What follows belongs to an exercise in optimizing a design on an open flow for small area; a production flow would make more cautious choices.
In this exercise RTL edits were held to simulation tests only and were not proved equivalent to the original.
Power is estimated from default activity; no workload was simulated.

### flow/config.mk
export PLATFORM = sky130hd
export DESIGN_NAME = regfile_sb
export DESIGN_NICKNAME = regfile_sb
export VERILOG_FILES = /design/flow/design.v
export SDC_FILE = /design/flow/constraint.sdc
export NUM_CORES = 4
export LEC_CHECK = 0
export CAP_MARGIN = 20
export CORE_MARGIN = 2
export CORE_UTILIZATION = 25
export CTS_CLUSTER_DIAMETER = 100
export CTS_CLUSTER_SIZE = 20
export PLACE_DENSITY = 0.4
export SETUP_SLACK_MARGIN = 0.1
export SLEW_MARGIN = 20
export SYNTH_HIERARCHICAL = 1
export SYNTH_MINIMUM_KEEP_SIZE = 0
### flow/constraint.sdc
create_clock -name core_clock -period 7.0 [get_ports {clk_i}]
set_input_delay 1.4000 -clock core_clock [delete_from_list [all_inputs] [get_ports {clk_i}]]
set_output_delay 1.4000 -clock core_clock [all_outputs]
set_load 0.01 [all_outputs]
### flow/design.v
module regfile_sb #(
    parameter  int XLEN  = 32,
    parameter  int NREGS = 32,
    parameter  int NRP   = 2,
    parameter  int NWP   = 2,
    localparam int AW    = $clog2(NREGS)
) (
    input  logic                      clk_i,
    input  logic                      rst_n_i,
    input  logic [NWP-1:0]            we_i,
    input  logic [NWP-1:0][AW-1:0]    wr_addr_i,
    input  logic [NWP-1:0][XLEN-1:0]  wr_d_i,
    input  logic                      iss_valid_i,
    input  logic [AW-1:0]             iss_rd_i,
    input  logic [NRP-1:0][AW-1:0]    rd_addr_i,
    output logic [NRP-1:0][XLEN-1:0]  rd_d_o,
    output logic [NRP-1:0]            rd_busy_o,
    output logic [NREGS-1:0]          busy_o
);
    logic ph;
    always_ff @(posedge clk_i or negedge rst_n_i) begin
        if (!rst_n_i) ph <= 1'b0;
        else          ph <= ~ph;
    end
    logic [XLEN-1:0] wdx0, wdx1;
    assign wdx0 = wr_d_i[0] ^ {XLEN{ph}};
    assign wdx1 = wr_d_i[1] ^ {XLEN{ph}};
    wire [NREGS-1:0][XLEN-1:0] q;
    wire [NREGS-1:0]           valid;
    wire [NREGS-1:0]           busy;
    assign q[0]     = '0;
    assign valid[0] = 1'b0;
    assign busy[0]  = 1'b0;
    for (genvar r = 1; r < NREGS; r++) begin : g_reg
        logic w0, w1, s0, s1, hold, iss;
        logic [XLEN-1:0] d, dn;
        logic v, b;
        assign w0   = we_i[0] && (wr_addr_i[0] == AW'(r));
        assign w1   = we_i[1] && (wr_addr_i[1] == AW'(r));
        assign s1   = w1;
        assign s0   = w0 && !w1;
        assign hold = !(w0 || w1);
        assign iss  = iss_valid_i && (iss_rd_i == AW'(r));
        regfile_sb_aoi3 #(.W(XLEN)) u_wsel (
            .a_i(s1), .x_i(wdx1), .b_i(s0), .y_i(wdx0), .c_i(hold), .z_i(d), .n_o(dn)
        );
        always_ff @(posedge clk_i) begin
            d <= dn;
        end
        always_ff @(posedge clk_i or negedge rst_n_i) begin
            if (!rst_n_i) begin
                v <= 1'b0;
                b <= 1'b0;
            end else begin
                v <= v | w0 | w1;
                b <= iss | (b & hold);
            end
        end
        assign q[r]     = d;
        assign valid[r] = v;
        assign busy[r]  = b;
    end
    assign busy_o = busy;
    for (genvar p = 0; p < NRP; p++) begin : g_rd
        logic [NREGS-1:0] dec, sel;
        for (genvar r = 0; r < NREGS; r++) begin : g_dec
            assign dec[r] = (rd_addr_i[p] == AW'(r));
            assign sel[r] = dec[r] && valid[r];
        end
        regfile_sb_rsel #(.W(XLEN), .NREGS(NREGS)) u_rd (
            .sel_i(sel[NREGS-1:1]), .q_i(q[NREGS-1:1]), .inv_i(ph && (|sel)), .d_o(rd_d_o[p])
        );
        regfile_sb_rsel #(.W(1), .NREGS(NREGS)) u_busy (
            .sel_i(dec[NREGS-1:1]), .q_i(busy[NREGS-1:1]), .inv_i(1'b0), .d_o(rd_busy_o[p])
        );
    end
endmodule
module regfile_sb_aoi3 #(
    parameter int W = 32
) (
    input  logic         a_i,
    input  logic [W-1:0] x_i,
    input  logic         b_i,
    input  logic [W-1:0] y_i,
    input  logic         c_i,
    input  logic [W-1:0] z_i,
    output logic [W-1:0] n_o
);
    assign n_o = ~(({W{a_i}} & x_i) | ({W{b_i}} & y_i) | ({W{c_i}} & z_i));
endmodule
module regfile_sb_rsel #(
    parameter  int W     = 32,
    parameter  int NREGS = 32,
    localparam int NG    = (NREGS - 1) / 3
) (
    input  logic [NREGS-1:1]        sel_i,
    input  logic [NREGS-1:1][W-1:0] q_i,
    input  logic                    inv_i,
    output logic [W-1:0]            d_o
);
    logic [NG-1:0][W-1:0] t_n;
    for (genvar g = 0; g < NG; g++) begin : g_grp
        regfile_sb_aoi3 #(.W(W)) u_aoi (
            .a_i(sel_i[3*g+1]), .x_i(q_i[3*g+1]),
            .b_i(sel_i[3*g+2]), .y_i(q_i[3*g+2]),
            .c_i(sel_i[3*g+3]), .z_i(q_i[3*g+3]),
            .n_o(t_n[g])
        );
    end
    always_comb begin
        d_o = '0;
        for (int g = 0; g < NG; g++) d_o = d_o | ~t_n[g];
        for (int r = 3 * NG + 1; r < NREGS; r++) d_o = d_o | ({W{sel_i[r]}} & q_i[r]);
        d_o = d_o ^ {W{inv_i}};
    end
endmodule
### flow/run.sh
#!/bin/bash
# synth_recipe.tcl (not shown) runs the flow's synth.tcl, then flattens the netlist and writes it again
# the make line also repeats each setting of config.mk as NAME=value (left out here)
make -C /OpenROAD-flow-scripts/flow DESIGN_CONFIG=/design/flow/config.mk WORK_HOME=/design/flow/orfs CLKGATE_MAP_FILE= SYNTH_SCRIPT=/design/flow/synth_recipe.tcl finish
==> impl_metrics.tcl, run 1 <==
set metrics [dict create \
    cp.required_ns 5.60 \
    start_kind "primary input" \
    hold_buffers 0 \
    setup_viol 0 \
    post_cts_resized 0 \
    core_area_sq_mm 0.197 \
    drt_pass1_iterations 16 \
    cts.sinks 1055 \
    drt_wl_total_microns 310000 \
    cap_violations 0 \
    synth_area_leaders "dfxtp_1 40%, a222oi_1 34%, buf_6 7.2%" \
    min_to "g_reg[16].d[17]" \
    grt_pass1_vias 48400 \
    r2r-end "g_reg[25].d[18]" \
    skew_ns 0.0486 \
    syn_area_sq_mm 0.0494 \
    via_per_inst 7.41 \
    synth_cell_types 57 \
    critPathMaxFanout 22 \
    drc 0 \
    min_path_type "register to register" \
    worstSetupEndpointType "output port" \
    synth_top_flop_cell "dfxtp_1" \
    rows 163 \
    rrSetupSlack_ns 4.24 \
    hold_start "g_reg[16].d[17]" \
    cts_tree "done" \
    io_pins 192 \
    post-route-cell-area_sq_mm 0.0560 \
    area_growth_pct 13.5 \
    clock_latency_ns 0.77 \
    gp_congestion 0.958 \
    timing.fmax_mhz 147 \
    wl_per_cell_microns 45.1 \
    ys_warn_count 9 \
    grt-ovfl-total 0 \
    p_leak_nw 20.9 \
    dpl.hpwl_microns 198000 \
    period_needed_ns 6.81 \
    status "timing/DRC/antenna clean" \
    hold_path_depth 1 \
    critPathKind "primary input to output port" \
    postRouteAntennaNets 0 \
    synth_top_area_share_pct 40.2 \
    fp.dieW_microns 448 \
    die_height_microns 448 \
    port-buffer-count 190 \
    drive_gt1_share_pct 17.4 \
    async_reset_ff_share_pct 5.97 \
    worst_pin_slew_ns 1.27 \
    dieArea_sq_mm 0.201 \
    critPathArrivalTime_ns 5.41 \
    drt_iter0_drc 16900 \
    peakVddDrop_mv 0.212 \
    report.final.slew_viol_count 0 \
    power_density_mw_per_mm2 311 \
    cts.reportedPaths.clkPinSlew_ns 0.09 \
    h-tree-depth 2 \
    initial_core_util_pct 25.1 \
    root_buffer "clkbuf_16" \
    cts_made_buffers 60 \
    synth_edf_count 0 \
    clock_path_buffers 3 \
    yosysSeqAreaShare_pct 43.4 \
    rsz0062_at_grt "false" \
    slew_headroom_pct 15.4 \
    period_share_pct 97.3 \
    syn_inst 4145 \
    post-cts-setup-buffers 0 \
    yosys.area.top_type "dfxtp_1" \
    placed_cell_area_sq_mm 0.0543 \
    antenna_found_initial 18 \
    via_count 50900 \
    grt_max_degree 64 \
    nNetsFinal 4303 \
    synth_area_per_cell_sq_um 11.9 \
    fin_setup_tns_ns 0 \
    finalHoldViolCount 0 \
    r2r_start "ph" \
    ys_seq_elements 1055 \
    grt_first_pass_wirelength_microns 416000 \
    fin_util_pct 28.5 \
    reg2reg_depth 4 \
    grt.total_usage_pct 29.3 \
]
[registers in the layout, indices dropped and copies added, names as in the netlist]
| signal | flops |
|---|---|
| g.d | 992 |
| g.v | 31 |
| ph | 1 |
| g.b | 31 |
[layout make-up]
class,instances,area (sq um)
clock buffer,69,1590
sequential,1055,21400
inverter,8,30.0
clock inverter,8,96.3
timing repair buffer,546,4930
antenna,6,15.0
fill,20100,141000
tap,2640,3300
multi-input combinational,2538,24600
[critical path, cell delays in order]
cell and delay [ns]:
clkdlybuf4s50_1 0.62, nand2b_1 0.26, nor2_1 0.14, and2_2 0.52, a222oi_1 0.84, nand4_1 0.21, a2111oi_2 0.63, xnor2_1 0.19
clkdlybuf4s50_1 0.56
[through the flow]
step | setup WS, ns | cells | total power, mW | hold slack [ns]
global placement | 0.203 | 6784 | 13.4 | 0.450
detailed placement | 0.261 | 6786 | 13.5 | 0.455
floorplan | 2.13 | 4147 | 11.5 | 0.440
CTS | 0.261 | 6863 | 17.3 | 0.472
finish | 0.190 | 6870 | 17.4 | 0.474
global route | 0.102 | 6865 | 18.1 | 0.480
[synthesized netlist by cell type (14+ instances only)]
cell       instances
buf_2            173
xnor2_1           66
buf_6            317
a21oi_1           33
nor2_1           137
dfrtp_1           63
a222oi_1        1653
nand2b_1          38
buf_4             32
xor2_1            64
a2111oi_4         60
and2_1            19
nor3_1            27
and3_1            39
nand2_1          139
nand4_1          135
a22o_1            14
clkbuf_1          23
dfxtp_1          992
nor2b_1           14
[worst max-delay path by stage]
stage / start / endpoint / slack [ns]
after floorplan: rd_addr_i[4] / rd_d_o[10] / 2.13
after global placement: rd_addr_i[8] / rd_d_o[42] / 0.20
after detailed placement: rd_addr_i[9] / rd_d_o[40] / 0.26
after CTS: rd_addr_i[9] / rd_d_o[40] / 0.26
after global routing: rd_addr_i[7] / rd_d_o[46] / 0.10
final: rd_addr_i[2] / rd_d_o[30] / 0.19
[cells in the final DEF (no fill, tap or decap), types with 7 or more instances in the layout]
| cell type | count |
|---|---|
| a222oi_1 | 1653 |
| dfxtp_1 | 992 |
| buf_4 | 329 |
| clkdlybuf4s50_1 | 189 |
| nand2_1 | 139 |
| nand4_1 | 135 |
| nor2_1 | 67 |
| nor2_4 | 67 |
| xnor2_1 | 65 |
| xor2_2 | 64 |
| clkbuf_16 | 62 |
| dfrtp_1 | 62 |
| a2111oi_4 | 60 |
| nand2b_1 | 38 |
| and3_2 | 34 |
| a21oi_4 | 31 |
| buf_12 | 24 |
| nor3_1 | 20 |
| and2_2 | 14 |
| a22o_1 | 14 |
| nor2b_1 | 12 |
| nand3_1 | 12 |
| a32o_1 | 10 |
| mux2i_1 | 9 |
| inv_1 | 8 |
| nor3_2 | 7 |
[routing by layer]
metal / global-route usage (%) / part of all wire [%] / vias up
met2: 44.6 / 43 / 4707
met5: 0.168 / 0.038 / -
met1: 35.8 / 36 / 25600
met3: 8.76 / 13 / 1073
met4: 19.3 / 7.8 / 12
li1: - / - / 19500
[cells by family after synthesis]
kind of cell / share of synthesized area [%]
flops: 43.4
compound gates: 38.4
buf+inv: 9.72
simple gates: 5.93
other cells: 0.00759
xor+xnor: 2.31
mux: 0.258
[power by group]
group,internal (mW),switching [mW],total [mW]
Sequential,7.89,1.66,9.55
Combinational,1.92,2.00,3.92
Clock,1.65,2.31,3.95
Total,11.5,5.97,17.4
==> run 2, diff against run 1 <==
--- a/flow/design.v
+++ b/flow/design.v
@@ -107,10 +107,38 @@
             .n_o(t_n[g])
         );
     end
+    localparam int NR = NREGS - 1 - 3 * NG;
+    logic [(NG+NR)*W-1:0] t_all;
+    for (genvar g = 0; g < NG; g++) begin : g_t
+        assign t_all[g*W +: W] = t_n[g];
+    end
+    for (genvar r = 0; r < NR; r++) begin : g_r
+        assign t_all[(NG+r)*W +: W] = ~({W{sel_i[3*NG+1+r]}} & q_i[3*NG+1+r]);
+    end
+    localparam int NT = NG + NR;
+    localparam int NQ = (NT + 3) / 4;
+    logic [NQ-1:0][W-1:0] any_q;
+    for (genvar k = 0; k < NQ; k++) begin : g_q
+        regfile_sb_nand4 #(.W(W), .N((4 * k + 4 <= NT) ? 4 : NT - 4 * k)) u_nand (
+            .a_i(t_all[4*k*W +: ((4 * k + 4 <= NT) ? 4 : NT - 4 * k) * W]), .y_o(any_q[k])
+        );
+    end
     always_comb begin
         d_o = '0;
-        for (int g = 0; g < NG; g++) d_o = d_o | ~t_n[g];
-        for (int r = 3 * NG + 1; r < NREGS; r++) d_o = d_o | ({W{sel_i[r]}} & q_i[r]);
+        for (int k = 0; k < NQ; k++) d_o = d_o | any_q[k];
         d_o = d_o ^ {W{inv_i}};
     end
 endmodule
+module regfile_sb_nand4 #(
+    parameter int W = 32,
+    parameter int N = 4
+) (
+    input  logic [N*W-1:0] a_i,
+    output logic [W-1:0]   y_o
+);
+    always_comb begin
+        y_o = '1;
+        for (int i = 0; i < N; i++) y_o = y_o & a_i[i*W +: W];
+        y_o = ~y_o;
+    end
+endmodule
==> run 2 against run 1 <==
Effect of this change:
- non-clock buffer count is 38 higher
- area after synthesis is 2.1% lower
- synthesized cell count is 1.6% higher
- register-to-register slack worse by 0.03 ns
- the layout now fails its checks (negative setup slack)
- final area is 1.4% lower
- sequential power hardly changed
- global-route usage is 1.5 points higher
- setup slack worse by 0.34 ns
- largest power group unchanged
- hold slack worse by 0.00092 ns
==> impl_metrics.tcl, run 2 <==
set metrics [dict create \
    drive_gt1_share_pct 16.4 \
    status "failed layout checks" \
    fin_util_pct 28.7 \
    period_needed_ns 7.15 \
    grt_pass1_vias 48700 \
    cts.reportedPaths.clkPinSlew_ns 0.09 \
    r2r-end "g_reg[21].d[7]" \
    slew_headroom_pct 10.4 \
    worst_pin_slew_ns 1.34 \
    crit_path_end "rd_d_o[43]" \
    rrSetupSlack_ns 4.21 \
    final_cell_mix "1,653 x a222oi_1, 992 x dfxtp_1, 355 x buf_4" \
    grt.total_usage_pct 30.8 \
    port-buffer-count 190 \
    period_share_pct 102 \
    synth_cell_types 57 \
    yosysMostFrequentCell "a222oi_1" \
    cts_tree "done" \
    synth-compound-area-share_pct 35.6 \
    grt_first_pass_wirelength_microns 428000 \
    rows 161 \
    rsz0062_at_grt "true" \
    postRouteAntennaNets 0 \
    synth_top_family_by_area "compound AO/OA/AOI/OAI gates" \
    grt-ovfl-total 0 \
    post-cts-setup-buffers 0 \
    antenna_found_initial 14 \
    clock_path_buffers 3 \
    drc 0 \
    grt_max_degree 64 \
    cts_made_buffers 60 \
    drt_wl_total_microns 321000 \
    synth_area_leaders "dfxtp_1 41%, a222oi_1 34%, buf_6 7.3%" \
    largest_register_ffs 992 \
    initial_core_util_pct 25.1 \
    timing.fmax_mhz 140 \
    synth_simple_gate_area_share_pct 7.44 \
    power_density_mw_per_mm2 312 \
    violations "negative setup slack" \
    drt_iter0_drc 17200 \
    report.final.slew_viol_count 0 \
    dpl.hpwl_microns 206000 \
    timing.hold.ws_ns 0.473 \
    setup_viol 1 \
    yosys.area.top_type "dfxtp_1" \
    fp.dieW_microns 444 \
    syn_area_sq_mm 0.0483 \
    synth_edf_count 0 \
    p_leak_nw 20.8 \
    dieArea_sq_mm 0.197 \
    ys_seq_elements 1055 \
    h-tree-depth 2 \
    cts.sinks 1055 \
    min_path_type "register to register" \
    critPathKind "primary input to output port" \
    synth_top_area_share_pct 41.1 \
    io_pins 192 \
    layout_commonest_cell "a222oi_1" \
    finalHoldViolCount 0 \
    wl_per_cell_microns 46.8 \
    synth_xor_xnor_area_share_pct 2.36 \
    register_area_sq_mm 0.0214 \
    reg_top3 "g.d (992), g.b (31), g.v (31)" \
    nNetsFinal 4407 \
    area_growth_pct 14.3 \
    critPathMaxFanout 15 \
    synth_top_flop_cell "dfxtp_1" \
    ys_warn_count 13 \
    synthMuxAreaShare_pct 0.264 \
    largest_register "g.d" \
    reg2reg_depth 4 \
    via_per_inst 7.62 \
    cp.required_ns 5.60 \
    clock_latency_ns 0.78 \
    multi_input_area_sq_mm 0.0236 \
    critPathArrivalTime_ns 5.75 \
    synthAdderAreaFrac_pct 0 \
    gp_congestion 0.959 \
    synth_top_cells_by_count "1,653 x a222oi_1, 992 x dfxtp_1, 313 x buf_6, 173 x buf_2, 139 x nand2_1" \
    critPathLaunch "rd_addr_i[7]" \
    via_count 52300 \
    hold_buffers 0 \
    synth_area_per_cell_sq_um 11.5 \
    worstSetupEndpointType "output port" \
    fillers 19800 \
    drt_pass1_iterations 17 \
    peakVddDrop_mv 0.223 \
    core_area_sq_mm 0.192 \
    setup_slack_ns -0.145 \
    async_reset_ff_share_pct 5.97 \
    root_buffer "clkbuf_16" \
    start_kind "primary input" \
    cap_violations 0 \
    syn_inst 4211 \
    pre_cts_ws_ns 0.0756 \
    skew_ns 0.0355 \
    r2r_start "ph" \
    die_height_microns 444 \
    yosysSeqAreaShare_pct 44.3 \
]
## run 2: changes by cell type in the layout (fill, tap and decap cells not counted), moves of 3 or more
cell	delta
a2111oi_2	-6
buf_4	+26
diode_2	+5
nor3_1	+58
nand3_1	+66
a2111oi_4	-60
dlymetal6s2s_1	+3
and3_4	-3
clkdlybuf4s50_1	-3
and3_2	+3
nor3_2	+7
buf_12	+8
buf_16	+3
## run 2: what timing repair did
item	CTS	global route
resized for setup	1	10
endpoints found under the setup margin	1	13
cloned	0	0
pin swaps	0	5
## run 2: worst max-delay path, cell delays in order
cell	delay, ns
clkdlybuf4s50_1	0.63
buf_4	0.28
nand2_1	0.10
nor3_1	0.08
and2_2	0.42
a222oi_1	1.19
nand4_1	0.38
nor3_2	0.38
buf_4	0.19
xnor2_1	0.11
clkdlybuf4s50_1	0.55
## run 2: layout make-up
class / instances / area share, %
repair buffers: 584 / 9.76
multi-input cells: 2604 / 42.7
clock inverters: 9 / 0.181
flip-flops and latches: 1055 / 38.8
well taps: 2526 / 5.72
diodes: 11 / 0.0498
clock buffers: 67 / 2.78
inverters: 8 / 0.0544
## run 2: metrics by stage
step           instances  area (sq um)  total power [mW]  setup TNS, ns
2_1_floorplan       4213         48400              11.2              0
3_3_place_gp        6770         53400              13.2              0
3_5_place_dp        6775         53500              13.3              0
4_1_cts             6851         55100              17.1              0
5_1_grt             6853         55200              17.9              0
6_report            6864         55200              17.3         -0.145
## run 2: cell families (layout without fill, tap and decap cells)
group | count (synthesis) | after routing
AO/OA/AOI/OAI | 1746 | 1746
XOR/XNOR | 130 | 130
buffers and inverters | 554 | 668
flip-flops | 1055 | 1055
multiplexers | 11 | 11
other | 1 | 14
AND/OR/NAND/NOR | 714 | 714
## run 2: where the power goes
group / total [mW] / internal, mW / switching [mW]
Combinational: 3.82 / 1.87 / 1.95
Clock: 3.91 / 1.57 / 2.34
Sequential: 9.53 / 7.89 / 1.64
Total: 17.3 / 11.3 / 5.93
## run 2: routing by layer
metal	track usage [%]	routed length (microns)	vias to the layer above
met1	38.4	117000	26300
li1	-	-	19600
met3	9.29	43900	1156
met2	45.9	136000	5257
met4	20.0	24500	8
met5	0	102	-
## run 2: worst min-delay path by stage
| stage | start | end | slack [ns] | depth (start not counted) |
|---|---|---|---|---|
| floorplan | g_reg[11].d[0] | g_reg[11].d[0] | 0.44 | 1 |
| global placement | g_reg[10].d[20] | g_reg[10].d[20] | 0.45 | 1 |
| detailed placement | g_reg[4].d[27] | g_reg[4].d[27] | 0.46 | 1 |
| CTS | g_reg[6].d[29] | g_reg[6].d[29] | 0.47 | 1 |
| global route | g_reg[31].d[6] | g_reg[31].d[6] | 0.48 | 1 |
| finish | g_reg[22].d[10] | g_reg[22].d[10] | 0.47 | 1 |
==> run 3, diff against run 2 <==
==> flow/flow/run.sh (new file) <==
#!/bin/bash
# The standard layout (standard.sh) with one change to how it is made: buffer_ports
# gives every input and output port a sky130_fd_sc_hd__buf_1 instead of the delay
# cell (clkdlybuf4s50_1) it picks by default. make's full output goes to standard_sh.log;
# each ORFS step keeps its own log under orfs/logs/.
set -euo pipefail
export BUFFER_PORTS_ARGS="-buffer_cell sky130_fd_sc_hd__buf_1"
bash standard.sh > standard_sh.log 2>&1
==> flow/standard.sh (new file) <==
#!/bin/bash
# synth_recipe.tcl (not shown) runs the flow's synth.tcl, then flattens the netlist and writes it again
# the make line also repeats each setting of config.mk as NAME=value (left out here)
make -C /OpenROAD-flow-scripts/flow DESIGN_CONFIG=/design/flow/config.mk WORK_HOME=/design/flow/orfs CLKGATE_MAP_FILE= SYNTH_SCRIPT=/design/flow/synth_recipe.tcl "${@:-finish}"
--- a/flow/config.mk
+++ b/flow/config.mk
@@ -11,7 +11,7 @@
 export CTS_CLUSTER_DIAMETER = 100
 export CTS_CLUSTER_SIZE = 20
 export PLACE_DENSITY = 0.4
-export SETUP_SLACK_MARGIN = 0.1
+export SETUP_SLACK_MARGIN = 0.05
 export SLEW_MARGIN = 20
 export SYNTH_HIERARCHICAL = 1
 export SYNTH_MINIMUM_KEEP_SIZE = 0
removed: flow/run.sh
==> run 3 against run 2 <==
Effect of this change:
- now clean on timing, DRC and antenna
- register-to-register slack lost 0.22 ns
- via count decreased by 1.8%
- non-clock buffer count fell by 106
- clock skew rose by 0.0071 ns
==> impl_metrics.tcl, run 3 <==
set metrics [dict create \
    status "timing/DRC/antenna clean" \
    ys_warn_count 13 \
    worstSetupEndpointType "output port" \
    reg_top3 "g.d (992), g.b (31), g.v (31)" \
    root_buffer "clkbuf_16" \
    setup_viol 0 \
    min_path_type "register to register" \
    cp.required_ns 5.60 \
    synth_top_cells_by_count "1,653 x a222oi_1, 992 x dfxtp_1, 313 x buf_6, 173 x buf_2, 139 x nand2_1" \
    skew_ns 0.0425 \
    pre_cts_ws_ns 0.590 \
    critPathKind "primary input to output port" \
    dieArea_sq_mm 0.197 \
    layout_commonest_cell "a222oi_1" \
    p_leak_nw 19.7 \
    synth_top_area_share_pct 41.1 \
    largest_register "g.d" \
    period_share_pct 94.4 \
    synth_area_leaders "dfxtp_1 41%, a222oi_1 34%, buf_6 7.3%" \
    io_pins 192 \
    core_area_sq_mm 0.192 \
    cts_tree "done" \
    grt.total_usage_pct 29.9 \
    critPathArrivalTime_ns 5.21 \
    die_height_microns 444 \
    synth_edf_count 0 \
    worst_pin_slew_ns 1.30 \
    fp.dieW_microns 444 \
    setup_slack_ns 0.393 \
    clock_latency_ns 0.78 \
    cts.sinks 1055 \
    drt_pass1_iterations 14 \
    final_cell_mix "1,653 x a222oi_1, 992 x dfxtp_1, 266 x buf_4" \
    critPathMaxFanout 25 \
    fin_setup_tns_ns 0 \
    via_count 51400 \
    rows 161 \
    cts_made_buffers 60 \
    grt_max_degree 64 \
    dpl.hpwl_microns 197000 \
    gp_congestion 0.948 \
    nNetsFinal 4301 \
    multi_input_area_sq_mm 0.0235 \
    synth_top_flop_cell "dfxtp_1" \
    peakVddDrop_mv 0.257 \
    wl_per_cell_microns 46.2 \
    antenna_found_initial 17 \
    synth_area_per_cell_sq_um 11.5 \
    initial_core_util_pct 25.1 \
    drive_gt1_share_pct 14.2 \
    yosys.area.top_type "dfxtp_1" \
    largest_register_ffs 992 \
    clock_path_buffers 3 \
    slew_headroom_pct 13.6 \
    ys_seq_elements 1055 \
    cap_violations 0 \
    grt-ovfl-total 0 \
    rsz0062_at_grt "false" \
    post-cts-setup-buffers 0 \
    port-buffer-count 190 \
    grt_first_pass_wirelength_microns 418000 \
    register_area_sq_mm 0.0214 \
    power_density_mw_per_mm2 316 \
    cts.reportedPaths.clkPinSlew_ns 0.09 \
    timing.fmax_mhz 151 \
    postRouteAntennaNets 0 \
    synth_cell_types 57 \
    post_cts_resized 0 \
    fillers 20000 \
    syn_inst 4211 \
    period_needed_ns 6.61 \
    async_reset_ff_share_pct 5.97 \
    area_growth_pct 9.71 \
    via_per_inst 7.60 \
    drc 0 \
    drt_wl_total_microns 313000 \
    report.final.slew_viol_count 0 \
    yosysMostFrequentCell "a222oi_1" \
    grt_pass1_vias 48200 \
    yosysSeqAreaShare_pct 44.3 \
    start_kind "primary input" \
    finalHoldViolCount 0 \
    drt_iter0_drc 18200 \
    h-tree-depth 2 \
    hold_buffers 0 \
    syn_area_sq_mm 0.0483 \
]
[run 3: logic make-up (layout without fill, tap and decap cells)]
kind of cell,count (synthesis),in the layout,synth area share (%)
compound gates,1746,1746,35.6
flops,1055,1055,44.3
simple gates,714,714,7.44
buf+inv,554,563,10.0
xor+xnor,130,130,2.36
mux,11,11,0.264
other cells,1,17,0.00776
[run 3: power breakdown]
| group | switching (mW) | total, mW | internal [mW] |
|---|---|---|---|
| Sequential | 1.61 | 9.50 | 7.89 |
| Clock | 2.31 | 3.94 | 1.62 |
| Combinational | 1.90 | 3.32 | 1.42 |
[run 3: per-layer routing]
layer	GRT usage (%)	vias to the layer above	share of wire [%]
met3	8.95	1032	14
met5	0	-	0.027
li1	-	19400	-
met4	18.7	14	7.1
met2	44.3	4928	42
met1	37.9	26000	37
[run 3: layout make-up]
type,instances,share of cell area (%)
Antenna cell,14,0.0661
Clock buffer,69,2.93
Clock inverter,8,0.222
Inverter,8,0.0566
Multi-Input combinational cell,2604,44.4
Sequential cell,1055,40.4
Tap cell,2526,5.96
Timing Repair Buffer,478,5.96
[run 3: path summary, 6_finish.rpt]
path	start	to	slack, ns	depth (start not counted)
worst max register to register	ph	g_reg[30].d[8]	3.99	5
worst max-delay path	rd_addr_i[2]	rd_d_o[11]	0.39	11
min in group asynchronous	rst_n_i	g_reg[30].b	0.89	2
worst min register to register	g_reg[28].d[28]	g_reg[28].d[28]	0.47	1
max in group asynchronous	rst_n_i	ph	5.46	2
worst min-delay path	g_reg[28].d[28]	g_reg[28].d[28]	0.47	1
[run 3: stage by stage]
stage	util, %	hold WS, ns	cells	cell area [sq um]	power [mW]
final	27.6	0.473	6762	53000	16.8
after global routing	27.6	0.485	6752	53000	17.4
after CTS	27.5	0.471	6747	53000	16.6
after detailed placement	26.7	0.455	6670	51300	12.8
after global placement	26.6	0.450	6667	51200	12.7
after floorplan	-	0.440	4213	48400	11.2
[run 3: worst max-delay path, cell delays in order]
cell	delay, ns
buf_1	0.37
nand2b_1	0.45
nor3_1	0.15
and2_2	0.63
buf_4	0.32
a222oi_1	0.77
nand4_1	0.31
nor3_1	0.28
buf_4	0.20
xnor2_1	0.12
buf_1	0.18
==> run 4, diff against run 3 <==
==> flow/config.mk (replaced) <==
export PLATFORM = sky130hd
export DESIGN_NAME = regfile_sb
export DESIGN_NICKNAME = regfile_sb
export VERILOG_FILES = /design/flow/design.v
export SDC_FILE = /design/flow/constraint.sdc
export NUM_CORES = 4
export LEC_CHECK = 0
export CAP_MARGIN = 10
export CORE_MARGIN = 2
export CORE_UTILIZATION = 30
export CTS_CLUSTER_DIAMETER = 100
export CTS_CLUSTER_SIZE = 20
export PLACE_DENSITY = 0.45
export SETUP_SLACK_MARGIN = 0.05
export SLEW_MARGIN = 10
export SYNTH_HIERARCHICAL = 1
export SYNTH_MINIMUM_KEEP_SIZE = 0
==> run 4 against run 3 <==
Effect of this change:
- still clean on timing, DRC and antenna
- setup slack worse by 0.29 ns
- total power about the same
- non-clock buffer count down 11
- critical path depth unchanged
- area after synthesis unchanged
- routed wire length down 8.7%
- first-iteration DRC count up 1.9%
- utilization up 5.1 points
==> impl_metrics.tcl, run 4 <==
set metrics [dict create \
    skew_ns 0.0379 \
    power_density_mw_per_mm2 320 \
    cts.sinks 1055 \
    dieArea_sq_mm 0.164 \
    setup_slack_ns 0.106 \
    clock_latency_ns 0.75 \
    p_total_mw 16.8 \
    yosysMostFrequentCell "a222oi_1" \
    ys_warn_count 13 \
    synth_area_leaders "dfxtp_1 41%, a222oi_1 34%, buf_6 7.3%" \
    timing.hold.ws_ns 0.472 \
    post_cts_resized 0 \
    via_count 51100 \
    synth_area_per_cell_sq_um 11.5 \
    fin_setup_tns_ns 0 \
    nNetsFinal 4290 \
    io_pins 192 \
    cts.reportedPaths.clkPinSlew_ns 0.09 \
    cap_violations 0 \
    drive_gt1_share_pct 13.9 \
    start_kind "primary input" \
    worstSetupEndpointType "output port" \
    seq_power_share_pct 56.7 \
    grt_first_pass_wirelength_microns 390000 \
    critPathArrivalTime_ns 5.49 \
    cp.required_ns 5.60 \
    critPathMaxFanout 17 \
    antenna_found_initial 18 \
    finalHoldViolCount 0 \
    port-buffer-count 190 \
    clock_path_buffers 3 \
    period_needed_ns 6.89 \
    yosysSeqAreaShare_pct 44.3 \
    synth_top_flop_cell "dfxtp_1" \
    fp.dieW_microns 405 \
    hold_buffers 0 \
    switching_share_pct 34.9 \
    fillers 16300 \
    critPathKind "primary input to output port" \
    internal_power_mw 10.9 \
    fin_cells 6374 \
    min_path_type "register to register" \
    drt_iter0_drc 18600 \
    reg_top3 "g.d (992), g.b (31), g.v (31)" \
    grt.total_usage_pct 33.0 \
    async_reset_ff_share_pct 5.97 \
    rows 147 \
    period_share_pct 98.5 \
    pre_cts_ws_ns 0.399 \
    wl_per_cell_microns 44.8 \
    post-route-cell-area_sq_mm 0.0523 \
    drt_pass1_iterations 17 \
    postRouteAntennaNets 0 \
    final_cell_mix "1,653 x a222oi_1, 992 x dfxtp_1, 268 x buf_4" \
    area_growth_pct 8.28 \
    p_comb_share_pct 20.3 \
    cts_tree "done" \
    synth_top_area_share_pct 41.1 \
    p_leak_nw 19.6 \
    worst_pin_slew_ns 1.32 \
    post-cts-setup-buffers 0 \
    timing.fmax_mhz 145 \
    via_per_inst 8.02 \
    synth_top_cells_by_count "1,653 x a222oi_1, 992 x dfxtp_1, 313 x buf_6, 173 x buf_2, 139 x nand2_1" \
    rsz0062_at_grt "false" \
    grt-ovfl-total 0 \
    core_area_sq_mm 0.160 \
    root_buffer "clkbuf_16" \
    layout_commonest_cell "a222oi_1" \
    slew_headroom_pct 12.3 \
    largest_register_ffs 992 \
    status "timing/DRC/antenna clean" \
    grt_pass1_vias 47800 \
    ys_seq_elements 1055 \
    dp.cells 6293 \
    switchingPower_mw 5.84 \
    initial_core_util_pct 30.1 \
    report.final.slew_viol_count 0 \
    drt_wl_total_microns 285000 \
    yosys.area.top_type "dfxtp_1" \
    peakVddDrop_mv 0.216 \
    synth_edf_count 0 \
    syn_area_sq_mm 0.0483 \
    gp_congestion 0.968 \
    drc 0 \
    placed_cell_area_sq_mm 0.0507 \
    h-tree-depth 2 \
    setup_viol 0 \
    cts_made_buffers 60 \
    die_height_microns 405 \
    largest_register "g.d" \
    syn_inst 4211 \
    synth_cell_types 57 \
    grt_max_degree 64 \
    power_frac_clock_pct 23.0 \
    dpl.hpwl_microns 180000 \
    fin_util_pct 32.6 \
]
## run 4: critical path, cell delays in order
cell and delay, ns:
buf_1 0.48, or2b_1 0.30, nor3_1 0.12, and2_2 0.49, buf_4 0.32, a222oi_1 0.37, nand4_1 0.40, nor3_1 1.00
buf_4 0.27, xnor2_1 0.11, buf_1 0.18
## run 4: layer usage
metal / GRT usage, % / wire, microns / up-vias
li1: - / - / 19400
met5: 0.0892 / 98 / -
met2: 48.2 / 119000 / 5131
met3: 11.8 / 44700 / 1035
met4: 18.1 / 18100 / 14
met1: 42.1 / 104000 / 25500
## run 4: power groups by stage
stage | clock (mW) | combinational (mW) | sequential [mW]
floorplan | 0 | 2.18 | 9.04
global placement | 0 | 3.23 | 9.50
detailed placement | 0 | 3.33 | 9.48
CTS | 3.86 | 3.32 | 9.38
global route | 4.06 | 3.62 | 9.67
finish | 3.86 | 3.40 | 9.49
## run 4: area by class of cell
type	instances	area, sq um	share of cell area (%)
Inverter	8	30.0	0.0574
Clock buffer	66	1570	2.99
Tap cell	2160	2700	5.16
Timing Repair Buffer	467	2910	5.57
Multi-Input combinational cell	2604	23600	45.1
Antenna cell	8	20.0	0.0382
Clock inverter	6	70.1	0.134
Sequential cell	1055	21400	41.0
## run 4: kinds of logic (layout without fill, tap and decap cells)
family,count (synthesis),after routing,synth area share [%]
AO/OA/AOI/OAI,1746,1746,35.6
flip-flops,1055,1055,44.3
AND/OR/NAND/NOR,714,714,7.44
buffers and inverters,554,547,10.0
XOR/XNOR,130,130,2.36
multiplexers,11,11,0.264
other,1,11,0.00776
## run 4: final timing paths
path	startpoint	end	slack, ns	depth (start not counted)
worst min-delay path	g_reg[30].d[24]	g_reg[30].d[24]	0.47	1
max in group asynchronous	rst_n_i	ph	5.53	2
worst max-delay path	rd_addr_i[1]	rd_d_o[27]	0.11	11
worst min register to register	g_reg[30].d[24]	g_reg[30].d[24]	0.47	1
min in group asynchronous	rst_n_i	g_reg[14].b	0.84	2
worst max register to register	ph	g_reg[24].d[7]	3.64	4

[what the ideal ports hide]
In the flow no input, the clock included, has a driving cell. The finished layouts below were timed again as built, in two steps.
Step 1 sets driving cells, clkbuf_16 on the clock port and buf_2 on the other inputs (assumed; they add their load-dependent delay and slew).
Step 2 moves the port delays by t, midway between the first and last clock arrival at a register: inputs arrive t later, outputs are due t later. That takes back most of the time a late clock gives input paths.
Slacks: ideal / step 1 / step 2; pairs: ideal / step 1.
run	shift t [ns]	setup slack, ns	worst hold slack (ns)	worst data-port slew with drivers (ns)
run 1	0.829	0.190 / 0.130 / 0.130	0.474 / 0.474 / 0.474	0.10
run 2	0.844	-0.145 / -0.169 / -0.169	0.473 / 0.473 / 0.473	0.12
run 3	0.829	0.393 / 0.317 / 0.317	0.473 / 0.473 / 0.473	0.20
run 4	0.817	0.106 / 0.079 / 0.079	0.472 / 0.472 / 0.472	0.12
For run 3, which loses most, drivers alone change the setup slack by -0.076 ns; drivers and shift together by -0.076 ns.
